Source: an optimization exercise on an open RTL-to-GDS flow (aim: small area and a short achievable clock period). Production flows keep margins and buffers that such runs may drop. Only simulation tests tie the RTL to the original design; equivalence was not proved. In every run shown here, the design's own scripts or RTL, not TritonCTS, make the clock network. No driver is modelled on the clock port, so clock power and skew are understated where the tree is cut down; a real chip needs a root buffer or a tree. Power figures rest on the tool's default switching activity, not on a simulated workload.

File: design/flow/flow/run.sh
#!/bin/bash
# Own flow: the standard layout (standard.sh), with a few ORFS variables changed after
# synthesis (see env.sh). Synthesis runs first with no change, exactly as the standard flow.
# Each tool's output goes to a log file in this folder.
set -euo pipefail
bash standard.sh synth > synth.log 2>&1
source flow/env.sh
bash standard.sh > layout.log 2>&1
File: design/flow/flow/cts_tree.tcl
# Clock tree built here instead of TritonCTS: the clock port drives NROOT root buffers, each
# root drives the leaf buffers of its region, each leaf buffer drives one compact cluster of
# flip-flops (recursive bisection of the flip-flop positions). Every flip-flop sits behind
# exactly two buffers (a root and a leaf), so the tree is balanced; it just has fewer levels.
set root_buf sky130_fd_sc_hd__clkbuf_16
set leaf_buf sky130_fd_sc_hd__clkbuf_16
if {[info exists ::env(MCTS_ROOT_BUF)]} { set root_buf $::env(MCTS_ROOT_BUF) }
if {[info exists ::env(MCTS_LEAF_BUF)]} { set leaf_buf $::env(MCTS_LEAF_BUF) }
set nroot 4          ;# root buffers, each on its own region
set nleaf 32         ;# leaf buffers in all
if {[info exists ::env(MCTS_NROOT)]} { set nroot $::env(MCTS_NROOT) }
if {[info exists ::env(MCTS_NLEAF)]} { set nleaf $::env(MCTS_NLEAF) }

set block [ord::get_db_block]
set clknet [$block findNet fclk]
set sinks {}
foreach it [$clknet getITerms] {
  set inst [$it getInst]
  set bb [$inst getBBox]
  set x [expr {([$bb xMin] + [$bb xMax]) / 2}]
  set y [expr {([$bb yMin] + [$bb yMax]) / 2}]
  lappend sinks [list $x $y "[$inst getName]/[[$it getMTerm] getName]"]
}
puts "mcts: [llength $sinks] sinks"

# Recursive bisection along the longer side into n groups of nearly equal size
proc bisect {pts n} {
  if {$n <= 1 || [llength $pts] < 2} { return [list $pts] }
  set xs [lmap p $pts {lindex $p 0}]; set ys [lmap p $pts {lindex $p 1}]
  set dx [expr {[tcl::mathfunc::max {*}$xs] - [tcl::mathfunc::min {*}$xs]}]
  set dy [expr {[tcl::mathfunc::max {*}$ys] - [tcl::mathfunc::min {*}$ys]}]
  set k [expr {$dx >= $dy ? 0 : 1}]
  set s [lsort -integer -index $k $pts]
  set n1 [expr {$n / 2}]
  set h [expr {([llength $s] * $n1 + $n / 2) / $n}]
  return [concat [bisect [lrange $s 0 [expr {$h - 1}]] $n1] \
                 [bisect [lrange $s $h end] [expr {$n - $n1}]]]
}
proc centroid {pts} {
  set sx 0; set sy 0
  foreach p $pts { set sx [expr {$sx + [lindex $p 0]}]; set sy [expr {$sy + [lindex $p 1]}] }
  set n [llength $pts]
  return [list [expr {$sx / $n}] [expr {$sy / $n}]]
}

set dbu [$block getDbUnitsPerMicron]
set regions [bisect $sinks $nroot]
set li 0
set ri 0
foreach region $regions {
  set leaves [bisect $region [expr {$nleaf / $nroot}]]
  set leaf_pins {}
  set leaf_pts {}
  foreach leaf $leaves {
    set c [centroid $leaf]
    set loc [list [expr {double([lindex $c 0]) / $dbu}] [expr {double([lindex $c 1]) / $dbu}]]
    set pins [lmap p $leaf {get_pins [lindex $p 2]}]
    insert_buffer -buffer_cell $leaf_buf -net fclk -load_pins $pins -location $loc \
      -buffer_name mcts_leaf_$li -net_name mcts_leafnet_$li
    # insert_buffer adds a suffix to the name: find the buffer from the first sink
    set first [lindex $leaf 0 2]
    set drv ""
    foreach it [[[$block findITerm $first] getNet] getITerms] {
      if {[$it isOutputSignal]} { set drv [$it getInst] }
    }
    lappend leaf_pins [get_pins "[$drv getName]/A"]
    lappend leaf_pts [list [lindex $c 0] [lindex $c 1] x]
    incr li
  }
  set c [centroid $leaf_pts]
  set loc [list [expr {double([lindex $c 0]) / $dbu}] [expr {double([lindex $c 1]) / $dbu}]]
  insert_buffer -buffer_cell $root_buf -net fclk -load_pins $leaf_pins -location $loc \
    -buffer_name mcts_root_$ri -net_name mcts_rootnet_$ri
  incr ri
}
foreach net [$block getNets] {
  if {[string match mcts_* [$net getName]] || [$net getName] eq "fclk"} { $net setSigType CLOCK }
}
puts "mcts: $ri roots, $li leaves"
set_propagated_clock [all_clocks]

# The tree is built; TritonCTS is not run
proc clock_tree_synthesis {args} { puts "mcts: clock_tree_synthesis skipped" }
File: design/flow/flow/env.sh
# Port buffers are plain buffers, not the delay cells buffer_ports would pick
export BUFFER_PORTS_ARGS="-buffer_cell sky130_fd_sc_hd__buf_1"
# Keep delay cells out of repair so port buffers are sized among real buffers
export DONT_USE_CELLS="sky130_fd_sc_hd__clkdlybuf4s15_1 sky130_fd_sc_hd__clkdlybuf4s15_2 sky130_fd_sc_hd__clkdlybuf4s18_1 sky130_fd_sc_hd__clkdlybuf4s18_2 sky130_fd_sc_hd__clkdlybuf4s25_1 sky130_fd_sc_hd__clkdlybuf4s25_2 sky130_fd_sc_hd__clkdlybuf4s50_1 sky130_fd_sc_hd__clkdlybuf4s50_2 sky130_fd_sc_hd__dlygate4sd1_1 sky130_fd_sc_hd__dlygate4sd2_1 sky130_fd_sc_hd__dlygate4sd3_1 sky130_fd_sc_hd__dlymetal6s2s_1 sky130_fd_sc_hd__dlymetal6s4s_1 sky130_fd_sc_hd__dlymetal6s6s_1"
# Two-level balanced clock tree (flow/cts_tree.tcl) in place of TritonCTS
export PRE_CTS_TCL="$(pwd)/flow/cts_tree.tcl"
# 24 leaf buffers (about 26 flip-flops each) under 4 clkbuf_8 roots
export MCTS_NLEAF=24
export MCTS_ROOT_BUF=sky130_fd_sc_hd__clkbuf_8
File: design/flow/standard.sh
#!/bin/bash
# synth_recipe.tcl (not shown) runs the flow's synth.tcl, then flattens the netlist and writes it again
# the make line also repeats each setting of config.mk as NAME=value (left out here)
make -C /OpenROAD-flow-scripts/flow DESIGN_CONFIG=/design/flow/config.mk WORK_HOME=/design/flow/orfs CLKGATE_MAP_FILE= SYNTH_SCRIPT=/design/flow/synth_recipe.tcl "${@:-finish}"
File: design/flow/config.mk
export PLATFORM = sky130hd
export DESIGN_NAME = mmio_top
export DESIGN_NICKNAME = mmio_top
export VERILOG_FILES = /design/flow/design.v
export SDC_FILE = /design/flow/constraint.sdc
export NUM_CORES = 4
export LEC_CHECK = 0
export CAP_MARGIN = 20
export CORE_MARGIN = 2
export CORE_UTILIZATION = 65
export PLACE_DENSITY = 0.72
export SETUP_SLACK_MARGIN = 1.7
export SLEW_MARGIN = 85
File: design/flow/constraint.sdc
create_clock -name core_clock -period 3.5 [get_ports {fclk}]
set_input_delay 0.7000 -clock core_clock [delete_from_list [all_inputs] [get_ports {fclk}]]
set_output_delay 0.7000 -clock core_clock [all_outputs]
set_load 0.01 [all_outputs]
File: design/flow/design.v
localparam int MMIO_WORDS = 16;
localparam logic [3:0] REG_CMD           = 4'd0;
localparam logic [3:0] REG_CAM0_CMD      = 4'd1;
localparam logic [3:0] REG_CAM1_CMD      = 4'd2;
localparam logic [3:0] REG_FRAME_BYTES0  = 4'd3;
localparam logic [3:0] REG_TRIBUF_ADDR0  = 4'd4;
localparam logic [3:0] REG_FRAME_BYTES1  = 4'd5;
localparam logic [3:0] REG_TRIBUF_ADDR1  = 4'd6;
localparam logic [3:0] REG_FRAME_BYTES2  = 4'd7;
localparam logic [3:0] REG_TRIBUF_ADDR2  = 4'd8;
localparam logic [3:0] REG_CAM0_RESP     = 4'd9;
localparam logic [3:0] REG_CAM0_RESP_CNT = 4'd10;
localparam logic [3:0] REG_CAM1_RESP     = 4'd11;
localparam logic [3:0] REG_CAM1_RESP_CNT = 4'd12;
localparam logic [3:0] REG_CAM_STATUS    = 4'd13;
localparam logic [3:0] REG_IRQ_EN        = 4'd14;
localparam logic [3:0] REG_IRQ_STAT      = 4'd15;
localparam logic [1:0] RESP_OKAY   = 2'b00;
localparam logic [1:0] RESP_SLVERR = 2'b10;
`timescale 1ns/1ns
module cam_port #(
    parameter int CAM_CREDITS = 2
) (
    input  logic        fclk,
    input  logic        rst_n,
    input  logic        push,
    input  logic [31:0] wdata,
    input  logic [17:0] cam_resp,
    input  logic        cam_resp_valid,
    output logic [31:0] cam_cmd,
    output logic        cam_cmd_valid,
    output logic [7:0]  status,
    output logic [17:0] last_resp,     
    output logic        resp_seen,
    output logic [15:0] resp_cnt
);
    logic [31:0] ring [3];          
    logic [1:0]  wp;                
    logic [2:0]  rp;                
    logic [2:0]  fill;
    logic [3:0]  credits;
    logic        overflow;
    logic        full, accept, send, hload;
    logic [2:0]  fill_d;
    logic [3:0]  credits_d;
    function automatic logic [1:0] inc3(input logic [1:0] p);
        inc3 = (p == 2'd2) ? 2'd0 : p + 2'd1;
    endfunction
    assign full   = fill[2];
    assign accept = push && !full;
    assign send   = cam_cmd_valid;
    assign hload  = send ? (fill != 3'd1 || accept) : (fill == 3'd0 && accept);
    always_comb begin
        case ({accept, send})
            2'b10:   fill_d = fill + 3'd1;
            2'b01:   fill_d = fill - 3'd1;
            default: fill_d = fill;
        endcase
        case ({cam_resp_valid, send})
            2'b10:   credits_d = credits + 4'd1;
            2'b01:   credits_d = credits - 4'd1;
            default: credits_d = credits;
        endcase
    end
    logic fill_nz_d, cred_nz_d;
    assign fill_nz_d = accept || fill[2] || fill[1] || (fill[0] && !send);
    always_comb begin
        case ({cam_resp_valid, send})
            2'b10:   cred_nz_d = (credits != 4'd15);
            2'b01:   cred_nz_d = (credits != 4'd1);
            default: cred_nz_d = (credits != 4'd0);
        endcase
    end
    always_ff @(posedge fclk) begin
        if (!push && (!full || send)) ring[wp] <= ~wdata;
        if (hload) cam_cmd <= ~(({32{rp[0]}} & ring[0]) | ({32{rp[1]}} & ring[1])
                              | ({32{rp[2]}} & ring[2]));
    end
    always_ff @(posedge fclk) begin
        if (!rst_n) begin
            wp            <= '0;
            rp            <= 3'b001;
            fill          <= '0;
            credits       <= 4'(CAM_CREDITS);
            overflow      <= 1'b0;
            cam_cmd_valid <= 1'b0;
        end else begin
            if (accept) wp <= inc3(wp);
            if (hload) rp <= {rp[1:0], rp[2]};
            fill          <= fill_d;
            credits       <= credits_d;
            cam_cmd_valid <= fill_nz_d && cred_nz_d;
            if (push && full) overflow <= 1'b1;
        end
    end
    always_ff @(posedge fclk) begin
        if (cam_resp_valid) last_resp <= cam_resp;
    end
    always_ff @(posedge fclk) begin
        if (!rst_n) begin
            resp_seen <= 1'b0;
            resp_cnt  <= '0;
        end else if (cam_resp_valid) begin
            resp_seen <= 1'b1;
            resp_cnt  <= resp_cnt + 16'd1;
        end
    end
    assign status = {overflow, fill, credits};
endmodule
`timescale 1ns/1ns
module mmio_top #(
    parameter logic [31:0] MMIO_BASE   = 32'h7000_0000,
    parameter int          CAM_CREDITS = 2,
    parameter int          CMD_DEPTH   = 4
) (
    input  logic        fclk,
    input  logic        rst_n,
    input  logic [31:0] araddr,
    input  logic        arvalid,
    output logic        arready,
    output logic [31:0] rdata,
    output logic [1:0]  rresp,
    output logic        rvalid,
    input  logic        rready,
    input  logic [31:0] awaddr,
    input  logic        awvalid,
    output logic        awready,
    input  logic [31:0] wdata,
    input  logic [3:0]  wstrb,
    input  logic        wvalid,
    output logic        wready,
    output logic [1:0]  bresp,
    output logic        bvalid,
    input  logic        bready,
    output logic [31:0] frame_bytes0,
    output logic [31:0] frame_bytes1,
    output logic [31:0] frame_bytes2,
    output logic [31:0] tribuf_addr0,
    output logic [31:0] tribuf_addr1,
    output logic [31:0] tribuf_addr2,
    output logic [31:0] mmio_cmd,
    output logic        mmio_cmd_valid,
    output logic [31:0] cam0_cmd,
    output logic        cam0_cmd_valid,
    input  logic [17:0] cam0_resp,
    input  logic        cam0_resp_valid,
    output logic [31:0] cam1_cmd,
    output logic        cam1_cmd_valid,
    input  logic [17:0] cam1_resp,
    input  logic        cam1_resp_valid,
    output logic        irq
);
localparam int MMIO_WORDS = 16;
localparam logic [3:0] REG_CMD           = 4'd0;
localparam logic [3:0] REG_CAM0_CMD      = 4'd1;
localparam logic [3:0] REG_CAM1_CMD      = 4'd2;
localparam logic [3:0] REG_FRAME_BYTES0  = 4'd3;
localparam logic [3:0] REG_TRIBUF_ADDR0  = 4'd4;
localparam logic [3:0] REG_FRAME_BYTES1  = 4'd5;
localparam logic [3:0] REG_TRIBUF_ADDR1  = 4'd6;
localparam logic [3:0] REG_FRAME_BYTES2  = 4'd7;
localparam logic [3:0] REG_TRIBUF_ADDR2  = 4'd8;
localparam logic [3:0] REG_CAM0_RESP     = 4'd9;
localparam logic [3:0] REG_CAM0_RESP_CNT = 4'd10;
localparam logic [3:0] REG_CAM1_RESP     = 4'd11;
localparam logic [3:0] REG_CAM1_RESP_CNT = 4'd12;
localparam logic [3:0] REG_CAM_STATUS    = 4'd13;
localparam logic [3:0] REG_IRQ_EN        = 4'd14;
localparam logic [3:0] REG_IRQ_STAT      = 4'd15;
localparam logic [1:0] RESP_OKAY   = 2'b00;
localparam logic [1:0] RESP_SLVERR = 2'b10;
    function automatic logic addr_ok(input logic [31:0] addr);
        addr_ok = (addr[31:6] == MMIO_BASE[31:6]) && (addr[1:0] == 2'b00);
    endfunction
    logic       wr_bad_q;      
    always_ff @(posedge fclk) begin
        if (!rst_n) begin
            awready <= 1'b1;
            wready  <= 1'b0;
            bvalid  <= 1'b0;
        end else begin
            if (awready && awvalid) begin
                awready <= 1'b0;
                wready  <= 1'b1;
            end
            if (wready && wvalid) begin
                wready <= 1'b0;
                bvalid <= 1'b1;
            end
            if (bvalid && bready) begin
                bvalid  <= 1'b0;
                awready <= 1'b1;
            end
        end
    end
    always_ff @(posedge fclk) begin
        if (awready) wr_bad_q <= !addr_ok(awaddr);
    end
    assign bresp = {wr_bad_q, 1'b0};
    logic [15:0] wsel;
    logic [15:0] we;
    always_ff @(posedge fclk) begin
        if (!rst_n) begin
            wsel <= '0;
        end else if (awready) begin
            for (int k = 0; k < 16; k++)
                wsel[k] <= awvalid && addr_ok(awaddr) && (awaddr[5:2] == 4'(k));
        end else if (wvalid) begin
            wsel <= '0;
        end
    end
    assign we = wsel & {16{wvalid}};
    logic [5:0][31:0] cfg;
    logic [1:0]  irq_en;
    logic [1:0]  irq_stat;
    logic        push0, push1;
    logic [31:0] wdata_r;
    assign wdata_r = wdata & {32{rst_n}};
    for (genvar i = 0; i < 6; i++) begin : g_cfg
        logic [31:0] word;
        always_ff @(posedge fclk) begin
            for (int b = 0; b < 4; b++) begin
                if (!rst_n || (we[3+i] && wstrb[b])) word[8*b +: 8] <= wdata_r[8*b +: 8];
            end
        end
        assign cfg[i] = word;
    end
    always_ff @(posedge fclk) begin
        if (we[REG_CMD]) mmio_cmd <= wdata;
    end
    logic [1:0] irq_en_d, irq_stat_d;
    always_comb begin
        irq_en_d = irq_en;
        if (we[REG_IRQ_EN] && wstrb[0]) irq_en_d = wdata[1:0];
        irq_stat_d = (irq_stat & ~((we[REG_IRQ_STAT] && wstrb[0]) ? wdata[1:0] : 2'b00))
                   | {cam1_resp_valid, cam0_resp_valid};
    end
    always_ff @(posedge fclk) begin
        if (!rst_n) begin
            irq_en         <= '0;
            irq_stat       <= '0;
            irq            <= 1'b0;
            mmio_cmd_valid <= 1'b0;
            push0          <= 1'b0;
            push1          <= 1'b0;
        end else begin
            mmio_cmd_valid <= we[REG_CMD];
            push0          <= we[REG_CAM0_CMD];
            push1          <= we[REG_CAM1_CMD];
            irq_en         <= irq_en_d;
            irq_stat       <= irq_stat_d;
            irq            <= |(irq_stat_d & irq_en_d);
        end
    end
    assign frame_bytes0 = cfg[0];
    assign tribuf_addr0 = cfg[1];
    assign frame_bytes1 = cfg[2];
    assign tribuf_addr1 = cfg[3];
    assign frame_bytes2 = cfg[4];
    assign tribuf_addr2 = cfg[5];
    logic [7:0]  status0, status1;
    logic [17:0] resp0, resp1;
    logic [15:0] cnt0, cnt1;
    logic        seen0, seen1;
    cam_port #(.CAM_CREDITS(CAM_CREDITS)) u_cam0 (
        .fclk, .rst_n, .push(push0), .wdata,
        .cam_resp(cam0_resp), .cam_resp_valid(cam0_resp_valid),
        .cam_cmd(cam0_cmd), .cam_cmd_valid(cam0_cmd_valid),
        .status(status0), .last_resp(resp0), .resp_seen(seen0), .resp_cnt(cnt0)
    );
    cam_port #(.CAM_CREDITS(CAM_CREDITS)) u_cam1 (
        .fclk, .rst_n, .push(push1), .wdata,
        .cam_resp(cam1_resp), .cam_resp_valid(cam1_resp_valid),
        .cam_cmd(cam1_cmd), .cam_cmd_valid(cam1_cmd_valid),
        .status(status1), .last_resp(resp1), .resp_seen(seen1), .resp_cnt(cnt1)
    );
    logic [31:0] rd_mux;
    logic        rresp_bad;
    logic        ar_good;
    logic [15:0] rsel;
    assign ar_good = addr_ok(araddr);
    always_comb begin
        for (int k = 0; k < 16; k++) rsel[k] = (araddr[5:2] == 4'(k));
    end
    assign rd_mux = ({32{rsel[REG_FRAME_BYTES0]}}  & frame_bytes0)
                  | ({32{rsel[REG_TRIBUF_ADDR0]}}  & tribuf_addr0)
                  | ({32{rsel[REG_FRAME_BYTES1]}}  & frame_bytes1)
                  | ({32{rsel[REG_TRIBUF_ADDR1]}}  & tribuf_addr1)
                  | ({32{rsel[REG_FRAME_BYTES2]}}  & frame_bytes2)
                  | ({32{rsel[REG_TRIBUF_ADDR2]}}  & tribuf_addr2)
                  | ({32{rsel[REG_CAM0_RESP] && seen0}} & {14'd0, resp0})
                  | ({32{rsel[REG_CAM0_RESP_CNT]}} & {16'd0, cnt0})
                  | ({32{rsel[REG_CAM1_RESP] && seen1}} & {14'd0, resp1})
                  | ({32{rsel[REG_CAM1_RESP_CNT]}} & {16'd0, cnt1})
                  | ({32{rsel[REG_CAM_STATUS]}}    & {16'd0, status1, status0})
                  | ({32{rsel[REG_IRQ_EN]}}        & {30'd0, irq_en})
                  | ({32{rsel[REG_IRQ_STAT]}}      & {30'd0, irq_stat});
    always_ff @(posedge fclk) begin
        if (!rst_n) begin
            rvalid  <= 1'b0;
            arready <= 1'b1;
        end else if (!rvalid) begin
            rvalid  <= arvalid;
            arready <= !arvalid;
        end else if (rready) begin
            rvalid  <= 1'b0;
            arready <= 1'b1;
        end
    end
    always_ff @(posedge fclk) begin
        if (!rvalid) begin
            rdata     <= rd_mux & {32{ar_good}};
            rresp_bad <= !ar_good;
        end
    end
    assign rresp = {rresp_bad, 1'b0};
endmodule
==> results of run 1 <==
==> cells by family after synthesis <==
kind of cell	share of synthesized area, %
simple gates	7.49
fa+ha+maj	1.17
flops	77.3
buf+inv	2.64
mux	0.913
other cells	0.0159
compound gates	9.25
xor+xnor	1.19
==> metal layers <==
layer  GRT usage (%)  vias up  share of wire, %
li1                -     7222                 -
met1            50.9     8714                33
met2            62.4     1708                48
met3            5.31      339                13
met4            17.3        0               6.9
met5               0        -                 0
==> critical path: cells and delay by family <==
kind	cells	cell delay, ps
AOI/OAI and AO/OA	2	350
and+or+nand+nor	1	190
buffers and inverters	6	800
==> per-stage QoR <==
stage,TNS [ps],instance area (µm²),util (%)
floorplan,0,24000,-
global placement,0,26100,73.1
detailed placement,-1760,28300,79.3
CTS,0,29500,82.6
global route,0,30900,86.8
finish,0,30900,86.8
==> registers in the layout, indices dropped and copies added, names as in the netlist, 16 cells and up <==
signal and count:
u_cam1.cam_cmd 32, g_cfg.word 192, u_cam1.resp_cnt 16, u_cam0.ring 96, u_cam0.last_resp 18, u_cam0.resp_cnt 16
u_cam1.last_resp 18, mmio_cmd 32, rdata 32, u_cam1.ring 96, u_cam0.cam_cmd 32
==> synth_stat cells (4+ instances only) <==
library cell / instances
edfxtp_1: 550
a222oi_1: 94
nor2_1: 88
dfxtp_1: 86
nand2_1: 83
a22oi_1: 72
clkbuf_1: 59
inv_1: 59
nand3_1: 51
a31oi_1: 30
o21ai_0: 26
buf_2: 24
ha_1: 22
a21oi_1: 21
and3_1: 21
xor2_1: 18
mux2i_1: 17
nor4_1: 17
xnor2_1: 14
nand4_1: 12
nor3_1: 12
or3_1: 9
nand2b_1: 7
buf_4: 6
nor2b_1: 6
nor3b_1: 6
a221oi_1: 5
buf_1: 4
mux2_2: 4
o21a_1: 4
o31ai_1: 4
==> path summary, 6_finish.rpt <==
check | startpoint | endpoint | slack, ps | depth (start not counted)
worst max-delay path | araddr[2] | rdata[16] | 1590 | 9
worst min-delay path | cam0_resp[1] | u_cam0.last_resp[1] | 440 | 1
worst max register to register | u_cam1.resp_cnt[0] | u_cam1.resp_cnt[14] | 1660 | 5
worst min register to register | arready | arready | 480 | 2
==> layout make-up, without the clock buffers <==
class | instances | area (µm²)
inverters | 59 | 255
fillers | 1536 | 4710
repair buffers | 745 | 4940
well taps | 461 | 577
multi-input cells | 697 | 6120
diodes | 6 | 15.0
flip-flops and latches | 636 | 18400
==> where the power goes <==
group	total (mW)	switching, mW	leakage [nW]	internal, mW
clock	3.46	2.11	0.325	1.34
combinational	1.19	0.732	4.23	0.456
sequential	8.80	0.265	5.99	8.54
==> what timing repair did <==
item | CTS | global route
cloned | 2 | 3
endpoints found under the hold margin | 0 | 0
buffers inserted | 32 | 45
gates resized for setup | 149 | 163
setup endpoints to repair | 118 | 133
pin swaps | 24 | 72
==> results_dict.tcl, run 1 <==
set metrics [dict create \
    place_congestion 0.948 \
    antenna_found_initial 5 \
    portBuffers 475 \
    syn_avg_cell_area_um2 15.9 \
    clock.fmax_mhz 524 \
    p_leak_nw 10.6 \
    rsz0062_at_grt "true" \
    viasPerCell 6.83 \
    mostFrequentLayoutCell "edfxtp_1" \
    row_count 69 \
    crit_required_ps 3650 \
    synth_top_area_share_pct 70.0 \
    io_pins 478 \
    ctsHoldBuffers 0 \
    critPathKind "in2reg" \
    cp.arrival_ps 2060 \
    fin_hold_ws_ps 435 \
    pre_cts_slack_ps -1080 \
    track_usage_pct 37.9 \
    hold_path.class "in2reg" \
    clk_latency_ps 430 \
    start_util_pct 66.1 \
    ys_types 61 \
    first_iter_violations 3092 \
    die_y_um 194 \
    worst_slack_ps 1590 \
    cp_max_fo 8 \
    grt-ovfl-total 0 \
    vias 18000 \
    place_hpwl_um 52300 \
    synth-main-ff-cell "edfxtp_1" \
    nNetsFinal 2334 \
    drc 0 \
    end_kind "register" \
    setup_viol 0 \
    dieArea_um2 37800 \
    final_max_slew_viol_count 0 \
    core_area_um2 35700 \
    die_x_um 194 \
    clock_skew_ps 31.1 \
    synth_edf_count 550 \
    yosys_warnings 2 \
    synth_area_um2 23600 \
    path_cells "buf_8 -> buf_8 -> buf_6 -> and4_4 -> buf_8 -> a222oi_1 -> buf_2 -> buf_6 -> a31oi_4" \
    final_cell_mix "edfxtp_1, buf_1, a222oi_1" \
    grt_max_degree 35 \
    slowest_stage "a222oi_1" \
    dp_cells 2470 \
    fin_cells 2632 \
    post-synth-top-area-cell "edfxtp_1" \
    synthArstFlopShare_pct 0 \
    period_share_pct 54.6 \
    p_total_mw 13.4 \
    finalHoldViolCount 0 \
    power_density_nw_per_um2 435 \
    slowest_delay_ps 290 \
    grt_pass1_vias 16500 \
    routed_wl_um 80200 \
    wl_per_cell_um 30.5 \
    yosys_register_bits 636 \
    ir_worst_vdd_mv 0.364 \
    syn2layout_area_growth_pct 31.2 \
    synth-seq-area-share_pct 77.3 \
    crit_top_cell "buf_8" \
    startpoint_type "input pin" \
    grt_pass1_wl_um 106000 \
    post-route-min-period_ps 1910 \
    postSynthCellCount 1484 \
    clk_pin_slew_ps 100 \
    ant_nets 0 \
    status "finished clean" \
    maxCapViolCount 0 \
    layout-drive-gt1-share_pct 27.8 \
    dr.pass1.iters 8 \
    synth_area_leaders "edfxtp_1, dfxtp_1, a222oi_1" \
]
==> run 2, diff against run 1 <==
--- a/design/flow/config.mk
+++ b/design/flow/config.mk
@@ -11,3 +11,3 @@
 export PLACE_DENSITY = 0.72
 export SETUP_SLACK_MARGIN = 1.7
-export SLEW_MARGIN = 85
+export SLEW_MARGIN = 20
==> run 2 against run 1 <==
  * Still clean on timing, DRC and antenna
  * Largest power group unchanged
  * Cell area down 12%
  * Final cell count down 8.0%
  * Combinational power decreased by 26%
  * Register-to-register slack gained 90 ps
  * Clock power decreased by 1%
  * Utilization down 10 points
  * Critical path type is now reg2out
==> results_dict.tcl, run 2 <==
set metrics [dict create \
    status "finished clean" \
    relSlewSlack_pct 37.6 \
    startpoint_type "register" \
    slowest_stage "edfxtp_1" \
    grt-ovfl-total 0 \
    routed_wl_um 69100 \
    cp.depth 1 \
    drc 0 \
    first_iter_violations 2201 \
    grt_pass1_wl_um 99100 \
    path_buf_inv 1 \
    wl_per_cell_um 28.5 \
    track_usage_pct 35.5 \
    synth_edf_count 550 \
    clock.fmax_mhz 552 \
    p_int_mw 10.2 \
    regToRegEndpoint "u_cam1.resp_cnt[12]" \
    p_total_mw 13.1 \
    setup_viol 0 \
    io_pins 478 \
    slowest_delay_ps 510 \
    ir_worst_vdd_mv 0.314 \
    dr.pass1.iters 9 \
    fin_hold_ws_ps 427 \
    end_kind "primary output" \
    pwr-share-seq_pct 67.3 \
    power_density_nw_per_um2 481 \
    hold_path.class "in2reg" \
    postSynthCellCount 1484 \
    grt_pass1_vias 15200 \
    antenna_found_initial 2 \
    post-route-min-period_ps 1810 \
    critical-path-top-delay-family "flip-flops" \
    core_area_um2 35700 \
    r2r_start "u_cam1.resp_cnt[0]" \
    ant_nets 0 \
    p_leak_nw 8.86 \
    maxCapViolCount 0 \
    syn2layout_area_growth_pct 15.5 \
    clk_pin_slew_ps 110 \
    yosys_warnings 2 \
    synth_common_cells "edfxtp_1, a222oi_1, nor2_1" \
    row_count 69 \
    critPathKind "reg2out" \
    synth_area_leaders "edfxtp_1, dfxtp_1, a222oi_1" \
    clock_skew_ps 30.5 \
    tns_ps 0 \
    nNetsFinal 2127 \
    switching_share_pct 22.3 \
    post-synth-top-area-cell "edfxtp_1" \
    viasPerCell 6.69 \
    switching_power_mw 2.92 \
    mostFrequentLayoutCell "edfxtp_1" \
    yosysMostFrequentCell "edfxtp_1" \
    reg.largest.list "g_cfg.word (192), u_cam0.ring (96), u_cam1.ring (96)" \
    power_frac_clock_pct 26.0 \
    final_util_pct 76.4 \
    final_max_slew_viol_count 0 \
    synth-seq-area-share_pct 77.3 \
    synth_top_area_share_pct 70.0 \
    largest_reg_flops 192 \
    cp_max_fo 2 \
    die_y_um 194 \
    portBuffers 475 \
    vias 16200 \
    final_cell_mix "edfxtp_1, buf_1, a222oi_1" \
    dieArea_um2 37800 \
    yosys_register_bits 636 \
    ctsHoldBuffers 0 \
    synth_area_um2 23600 \
    cp-startpoint "g_cfg[4].word[10]" \
    die_x_um 194 \
    synthArstFlopShare_pct 0 \
    grt_max_degree 44 \
    layout-drive-gt1-share_pct 9.50 \
    place_congestion 0.948 \
    regToRegSetupSlack_ps 1750 \
    rsz0062_at_grt "true" \
    ys_types 61 \
    top_register "g_cfg.word" \
    period_share_pct 51.7 \
    path_cells "buf_1" \
    cp.arrival_ps 1110 \
    place_hpwl_um 47500 \
    worstMarginPinSlew_ps 934 \
    synth-main-ff-cell "edfxtp_1" \
    start_util_pct 66.1 \
    crit_required_ps 2800 \
    comb_power_share_pct 6.7 \
    reg2regPathDepth 5 \
    clk_latency_ps 430 \
    worstSetupEndpoint "frame_bytes2[10]" \
    finalHoldViolCount 0 \
    syn_avg_cell_area_um2 15.9 \
]
-- run 2: cell types whose count changed in the layout (fill, tap and decap cells not counted), moves of 32 or more --
| cell | change |
|---|---|
| buf_6 | -34 |
| inv_1 | +33 |
| dfxtp_1 | +39 |
| nor2_4 | -32 |
| buf_1 | +46 |
| buf_8 | -39 |
| buf_2 | -74 |
-- run 2: logic make-up (layout without fill, tap and decap cells) --
kind of cell             after synthesis  after routing  synth area share, %
flip-flops                           636            636                 77.3
AND/OR/NAND/NOR                      343            345                 7.49
AO/OA/AOI/OAI                        277            277                 9.25
buffers and inverters                152            623                 2.64
XOR/XNOR                              32             32                 1.19
adder cells (fa/ha/maj)               22             22                 1.17
multiplexers                          21             21                0.913
other                                  1              4               0.0159
-- run 2: layer usage --
layer  part of all wire, %  global-route usage, %
met1                    36                   50.3
met2                    49                   59.2
met3                    11                   3.71
met5                     0                      0
met4                   4.1                   10.6
-- run 2: worst min-delay path by stage --
stage | startpoint | end | slack, ps | cells after the start
after CTS | cam1_resp[11] | u_cam1.last_resp[11] | 430 | 1
final | cam1_resp[11] | u_cam1.last_resp[11] | 430 | 1
after detailed placement | arready | arready | 440 | 2
after global placement | wsel[2] | wsel[2] | 430 | 2
after floorplan | wsel[2] | wsel[2] | 410 | 2
after global routing | cam1_resp[11] | u_cam1.last_resp[11] | 440 | 1
-- run 2: repair_timing --
item	in CTS	in global routing
pin swaps	7	13
setup buffers	14	11
endpoints found under the setup margin	111	238
gates cloned	3	0
resized for setup	43	41
-- run 2: cell type report, without the clock buffers --
| type | count | area, µm² |
|---|---|---|
| fillers | 2192 | 8430 |
| multi-input cells | 699 | 5100 |
| diodes | 2 | 5.00 |
| well taps | 461 | 577 |
| flip-flops and latches | 636 | 18300 |
| inverters | 59 | 230 |
| repair buffers | 536 | 2400 |
-- run 2: through the flow --
step | std cells | setup slack [ps] | instance area [µm²]
after global placement | 2363 | 628 | 26100
after floorplan | 1485 | 1510 | 24000
after global routing | 2421 | 1630 | 27200
final | 2421 | 1690 | 27200
after detailed placement | 2363 | 509 | 26100
after CTS | 2408 | 1660 | 27000
-- run 2: power by group through the flow --
stage | Clock [mW] | Combinational, mW | Sequential [mW]
2_1_floorplan | 0 | 0.335 | 8.95
3_3_place_gp | 0 | 0.816 | 8.96
3_5_place_dp | 0 | 0.834 | 8.96
4_1_cts | 3.40 | 0.859 | 8.79
5_1_grt | 3.63 | 0.932 | 8.82
6_report | 3.41 | 0.880 | 8.80
==> run 3, diff against run 2 <==
--- a/design/flow/config.mk
+++ b/design/flow/config.mk
@@ -11,3 +11,3 @@
 export PLACE_DENSITY = 0.72
 export SETUP_SLACK_MARGIN = 1.7
-export SLEW_MARGIN = 20
+export SLEW_MARGIN = 70
==> run 3 against run 2 <==
  * Critical endpoint unchanged
  * Fmax up 0.35%
  * Critical path depth stayed put
  * Die area stayed put
  * Final cell count is 0.25% higher
  * Clock skew rose by 6.5 ps
  * Synthesized area did not move
==> results_dict.tcl, run 3 <==
set metrics [dict create \
    drc 0 \
    r2r_start "u_cam1.resp_cnt[3]" \
    first_iter_violations 2567 \
    filler_cell_count 2118 \
    fin_cells 2427 \
    dr.pass1.iters 11 \
    regArea_um2 18300 \
    reg2regPathDepth 4 \
    grt_pass1_vias 15100 \
    top_register "g_cfg.word" \
    place_congestion 0.948 \
    startpoint_type "register" \
    grt-ovfl-total 0 \
    slowest_stage "edfxtp_1" \
    mostFrequentLayoutCell "edfxtp_1" \
    path_cells "buf_1" \
    syn_avg_cell_area_um2 15.9 \
    ys_types 61 \
    synth_top_area_share_pct 70.0 \
    clock_skew_ps 37.0 \
    antenna_found_initial 4 \
    worstSetupEndpoint "frame_bytes2[10]" \
    portBuffers 475 \
    nNetsFinal 2131 \
    start_util_pct 66.1 \
    worst_slack_ps 1700 \
    place_hpwl_um 47800 \
    final_cell_mix "edfxtp_1, buf_1, a222oi_1" \
    finalHoldViolCount 0 \
    critical-path-top-delay-family "flip-flops" \
    final_cell_area_um2 27400 \
    io_pins 478 \
    synth_area_leaders "edfxtp_1, dfxtp_1, a222oi_1" \
    status "finished clean" \
    largest_reg_flops 192 \
    routed_wl_um 69000 \
    ant_nets 0 \
    layout-drive-gt1-share_pct 12.2 \
    p_leak_nw 8.90 \
    end_kind "primary output" \
    pre_cts_slack_ps 856 \
    crit_required_ps 2800 \
    power_density_nw_per_um2 477 \
    yosysMostFrequentCell "edfxtp_1" \
    critPathKind "reg2out" \
    grt_max_degree 44 \
    synth_area_um2 23600 \
    multi_input_area_um2 5250 \
    clock.fmax_mhz 554 \
    synth-seq-area-share_pct 77.3 \
    dp_cells 2367 \
    cp_max_fo 2 \
    synth_common_cells "edfxtp_1, a222oi_1, nor2_1" \
    cp.depth 1 \
    final_util_pct 77.0 \
    cp-startpoint "g_cfg[4].word[10]" \
    dieArea_um2 37800 \
    viasPerCell 6.68 \
    slowest_delay_ps 500 \
    regToRegSetupSlack_ps 1750 \
    period_share_pct 51.6 \
    post_dp_cell_area_um2 26300 \
    cp.arrival_ps 1100 \
    vias 16200 \
    ir_worst_vdd_mv 0.297 \
    clk_pin_slew_ps 100 \
    maxCapViolCount 0 \
    row_count 69 \
    tns_ps 0 \
    wl_per_cell_um 28.4 \
    clk_latency_ps 420 \
    ctsHoldBuffers 0 \
    yosys_warnings 2 \
    final_max_slew_viol_count 0 \
    synthArstFlopShare_pct 0 \
    reg.largest.list "g_cfg.word (192), u_cam0.ring (96), u_cam1.ring (96)" \
    path_buf_inv 1 \
    yosys_register_bits 636 \
    die_x_um 194 \
    post-route-min-period_ps 1800 \
    hold_path.class "in2reg" \
    postSynthCellCount 1484 \
    regToRegEndpoint "u_cam1.resp_cnt[12]" \
    post-synth-top-area-cell "edfxtp_1" \
    setup_viol 0 \
    track_usage_pct 35.2 \
    core_area_um2 35700 \
    grt_pass1_wl_um 98300 \
    synth-main-ff-cell "edfxtp_1" \
    die_y_um 194 \
    syn2layout_area_growth_pct 16.4 \
    rsz0062_at_grt "true" \
    synth_edf_count 550 \
]
## run 3: cell counts after synthesis
Identical to the previous run, type by type.
## run 3: report_power, final
part	leakage, nW	internal [mW]	switching (mW)
clock	0.325	1.34	2.06
combinational	2.61	0.282	0.613
sequential	5.98	8.55	0.250
total	8.90	10.2	2.92
## run 3: cell type report, without the clock buffers
| cell class | count | area share [%] |
|---|---|---|
| sequential | 636 | 66.6 |
| timing repair buffer | 540 | 8.88 |
| inverter | 59 | 0.857 |
| multi-input combinational | 699 | 19.1 |
| tap | 461 | 2.10 |
| antenna | 4 | 0.0365 |
## run 3: worst min path at each step
stage / start / cells past startpoint / to
after floorplan: wsel[2] / 2 / wsel[2]
after global placement: wsel[2] / 2 / wsel[2]
after detailed placement: wsel[1] / 2 / wsel[1]
after CTS: cam0_resp[5] / 1 / u_cam0.last_resp[5]
after global routing: cam0_resp[7] / 1 / u_cam0.last_resp[7]
final: cam0_resp[1] / 1 / u_cam0.last_resp[1]
## run 3: cell families after synthesis
family / count (synthesis) / share of synthesized area (%)
buffers and inverters: 152 / 2.64
other: 1 / 0.0159
adder cells (fa/ha/maj): 22 / 1.17
flip-flops: 636 / 77.3
AO/OA/AOI/OAI: 277 / 9.25
AND/OR/NAND/NOR: 343 / 7.49
multiplexers: 21 / 0.913
XOR/XNOR: 32 / 1.19
## run 3: metal layers
metal	wire length [µm]	GRT usage (%)	vias up
met4	3420	13.2	0
met3	7730	3.61	176
met5	0	0	-
li1	-	-	6802
met2	33100	57.3	1210
met1	24800	50.2	8031
## run 3: worst register-to-register path, delay by kind of cell, from the launching register on
family          cells  cell delay (ps)
compound gates      1              150
flops               1              420
simple gates        3             1100
## run 3: what timing repair did
| action | CTS | global route |
|---|---|---|
| pin swaps | 10 | 13 |
| resized for setup | 26 | 32 |
| endpoints found under the setup margin | 103 | 92 |
| setup buffers | 19 | 6 |
| cloned | 1 | 2 |
## run 3: per-stage QoR
stage               hold WS, ps  total power [mW]
finish                      438              13.1
CTS                         439              13.1
global route                447              13.4
global placement            430              9.78
detailed placement          452              9.80
floorplan                   411              9.28
==> run 4, diff against run 3 <==
--- a/design/flow/config.mk
+++ b/design/flow/config.mk
@@ -6,5 +6,5 @@
 export NUM_CORES = 4
 export LEC_CHECK = 0
-export CAP_MARGIN = 20
+export CAP_MARGIN = 50
 export CORE_MARGIN = 2
 export CORE_UTILIZATION = 65
==> run 4 against run 3 <==
  * Flip-flop and latch count unchanged
  * Critical path depth unchanged
  * Synthesized area did not move
  * Final cell count did not move
  * Critical path type unchanged
  * Global-route usage did not move
  * Highest routed layer unchanged
  * Utilization stayed put
  * Via count stayed put
  * Critical endpoint unchanged
  * Largest cell class unchanged
==> results_dict.tcl, run 4 <==
set metrics [dict create \
    clk_latency_ps 420 \
    dp_cells 2367 \
    grt_pass1_wl_um 98300 \
    grt-ovfl-total 0 \
    cp-startpoint "g_cfg[4].word[10]" \
    path_cells "buf_1" \
    crit_required_ps 2800 \
    clock_skew_ps 37.0 \
    syn_avg_cell_area_um2 15.9 \
    power_density_nw_per_um2 477 \
    dieArea_um2 37800 \
    row_count 69 \
    end_kind "primary output" \
    final_max_slew_viol_count 0 \
    cp.arrival_ps 1100 \
    rsz0062_at_grt "true" \
    filler_cell_count 2118 \
    path_buf_inv 1 \
    synth_area_leaders "edfxtp_1, dfxtp_1, a222oi_1" \
    grt_max_degree 44 \
    maxCapViolCount 0 \
    synth_common_cells "edfxtp_1, a222oi_1, nor2_1" \
    synthArstFlopShare_pct 0 \
    wl_per_cell_um 28.4 \
    portBuffers 475 \
    place_congestion 0.948 \
    drc 0 \
    mostFrequentLayoutCell "edfxtp_1" \
    die_y_um 194 \
    slowest_stage "edfxtp_1" \
    fin_cells 2427 \
    clk_pin_slew_ps 100 \
    largest_reg_flops 192 \
    reg.largest.list "g_cfg.word (192), u_cam0.ring (96), u_cam1.ring (96)" \
    post-synth-top-area-cell "edfxtp_1" \
    clock.fmax_mhz 554 \
    io_pins 478 \
    p_leak_nw 8.90 \
    tns_ps 0 \
    period_share_pct 51.6 \
    r2r_start "u_cam1.resp_cnt[3]" \
    ant_nets 0 \
    first_iter_violations 2567 \
    ys_types 61 \
    synth-seq-area-share_pct 77.3 \
    vias 16200 \
    post-route-min-period_ps 1800 \
    die_x_um 194 \
    critPathKind "reg2out" \
    min_from "cam0_resp[1]" \
    yosys_warnings 2 \
    synth_top_area_share_pct 70.0 \
    ir_worst_vdd_mv 0.297 \
    synth_area_um2 23600 \
    nNetsFinal 2131 \
    start_util_pct 66.1 \
    startpoint_type "register" \
    core_area_um2 35700 \
    track_usage_pct 35.2 \
    postSynthCellCount 1484 \
    status "finished clean" \
    worst_slack_ps 1700 \
    critical-path-top-delay-family "flip-flops" \
    final_cell_mix "edfxtp_1, buf_1, a222oi_1" \
    dr.pass1.iters 11 \
    top_register "g_cfg.word" \
    slowest_delay_ps 500 \
    routed_wl_um 69000 \
    antenna_found_initial 4 \
    synth_edf_count 550 \
    grt_pass1_vias 15100 \
    ctsHoldBuffers 0 \
    yosysMostFrequentCell "edfxtp_1" \
    pre_cts_slack_ps 856 \
    setup_viol 0 \
    hold_path.class "in2reg" \
    finalHoldViolCount 0 \
    place_hpwl_um 47800 \
    layout-drive-gt1-share_pct 12.2 \
    cp_max_fo 2 \
    synth-main-ff-cell "edfxtp_1" \
    yosys_register_bits 636 \
    syn2layout_area_growth_pct 16.4 \
    viasPerCell 6.68 \
]
[run 4: cell counts after synthesis]
No cell type changed its count.
[run 4: worst paths after layout]
path / endpoint / slack, ps / cells after the start
max: frame_bytes2[10] / 1700 / 1
min reg2reg: wsel[1] / 470 / 2
max reg2reg: u_cam1.resp_cnt[12] / 1750 / 4
min: u_cam0.last_resp[1] / 440 / 1
[run 4: final cells by class, without the clock buffers]
| class | instances | area, µm² | area share, % |
|---|---|---|---|
| Inverter | 59 | 235 | 0.857 |
| Antenna cell | 4 | 10.0 | 0.0365 |
| Multi-Input combinational cell | 699 | 5250 | 19.1 |
| Sequential cell | 636 | 18300 | 66.6 |
| Tap cell | 461 | 577 | 2.10 |
| Timing Repair Buffer | 540 | 2440 | 8.88 |
[run 4: power by group]
part | leakage, nW | internal (mW) | switching (mW)
registers | 5.98 | 8.55 | 0.250
logic | 2.61 | 0.282 | 0.613
clock network | 0.325 | 1.34 | 2.06
[run 4: metrics by stage]
| step | util [%] | hold WS (ps) | cell area (µm²) | power (mW) |
|---|---|---|---|---|
| 6_report | 77.0 | 438 | 27400 | 13.1 |
| 5_1_grt | 77.0 | 447 | 27400 | 13.4 |
| 4_1_cts | 76.3 | 439 | 27200 | 13.1 |
| 3_5_place_dp | 73.8 | 452 | 26300 | 9.80 |
| 3_3_place_gp | 73.1 | 430 | 26100 | 9.78 |
| 2_1_floorplan | - | 411 | 24000 | 9.28 |
[run 4: repair_timing]
item / in CTS / in global routing
gates cloned: 1 / 2
buffers inserted: 19 / 6
gates resized for setup: 26 / 32
endpoints found under the setup margin: 103 / 92
pin swaps: 10 / 13
[run 4: cells by family (layout without fill, tap and decap cells)]
kind of cell	after synthesis	in the layout	share of synthesized area, %
and+or+nand+nor	343	345	7.49
DFF	636	636	77.3
other	1	6	0.0159
muxes	21	21	0.913
xor gates and xnor gates	32	32	1.19
adders and majority gates	22	22	1.17
AOI/OAI and AO/OA	277	277	9.25
buffers and inverters	152	627	2.64
[run 4: metal layers]
layer	up-vias	share of wire [%]	track usage, %	wire, µm
met5	-	0	0	0
met4	0	4.9	13.2	3420
met3	176	11	3.61	7730
met2	1210	48	57.3	33100
met1	8031	36	50.2	24800
li1	6802	-	-	-

what the ideal ports hide:
No port has a modelled driver above. Below, the same layouts with a new extraction and two added sets of constraints.
Step 1 (the two cells are an assumption about what drives the block):
set clk [get_ports {fclk}]
set_driving_cell -lib_cell sky130_fd_sc_hd__clkbuf_16 $clk
set_driving_cell -lib_cell sky130_fd_sc_hd__buf_2 [delete_from_list [all_inputs] $clk]
Step 2, shift: input delay + t, output delay - t, t = (earliest + latest rising clock arrival at the registers) / 2. This alone moves slack from input paths to output paths.
a / b / c = ideal ports / drivers / drivers and shift; a / b = the first two.
run	t, ns	setup slack, ns	clock arrival spread, ns	worst register clock-pin slew, ns
run 1	0.522	1.590 / 1.548 / 1.117	0.035 / 0.036	0.11 / 0.11
run 2	0.522	1.689 / 1.580 / 1.270	0.041 / 0.041	0.11 / 0.11
run 3	0.510	1.696 / 1.588 / 1.289	0.042 / 0.043	0.10 / 0.10
run 4	0.510	1.696 / 1.588 / 1.289	0.042 / 0.043	0.10 / 0.10
After both steps setup and hold are still met in every run listed. For run 1, which loses most, drivers alone change the setup slack by -0.042 ns; drivers and shift together by -0.473 ns.
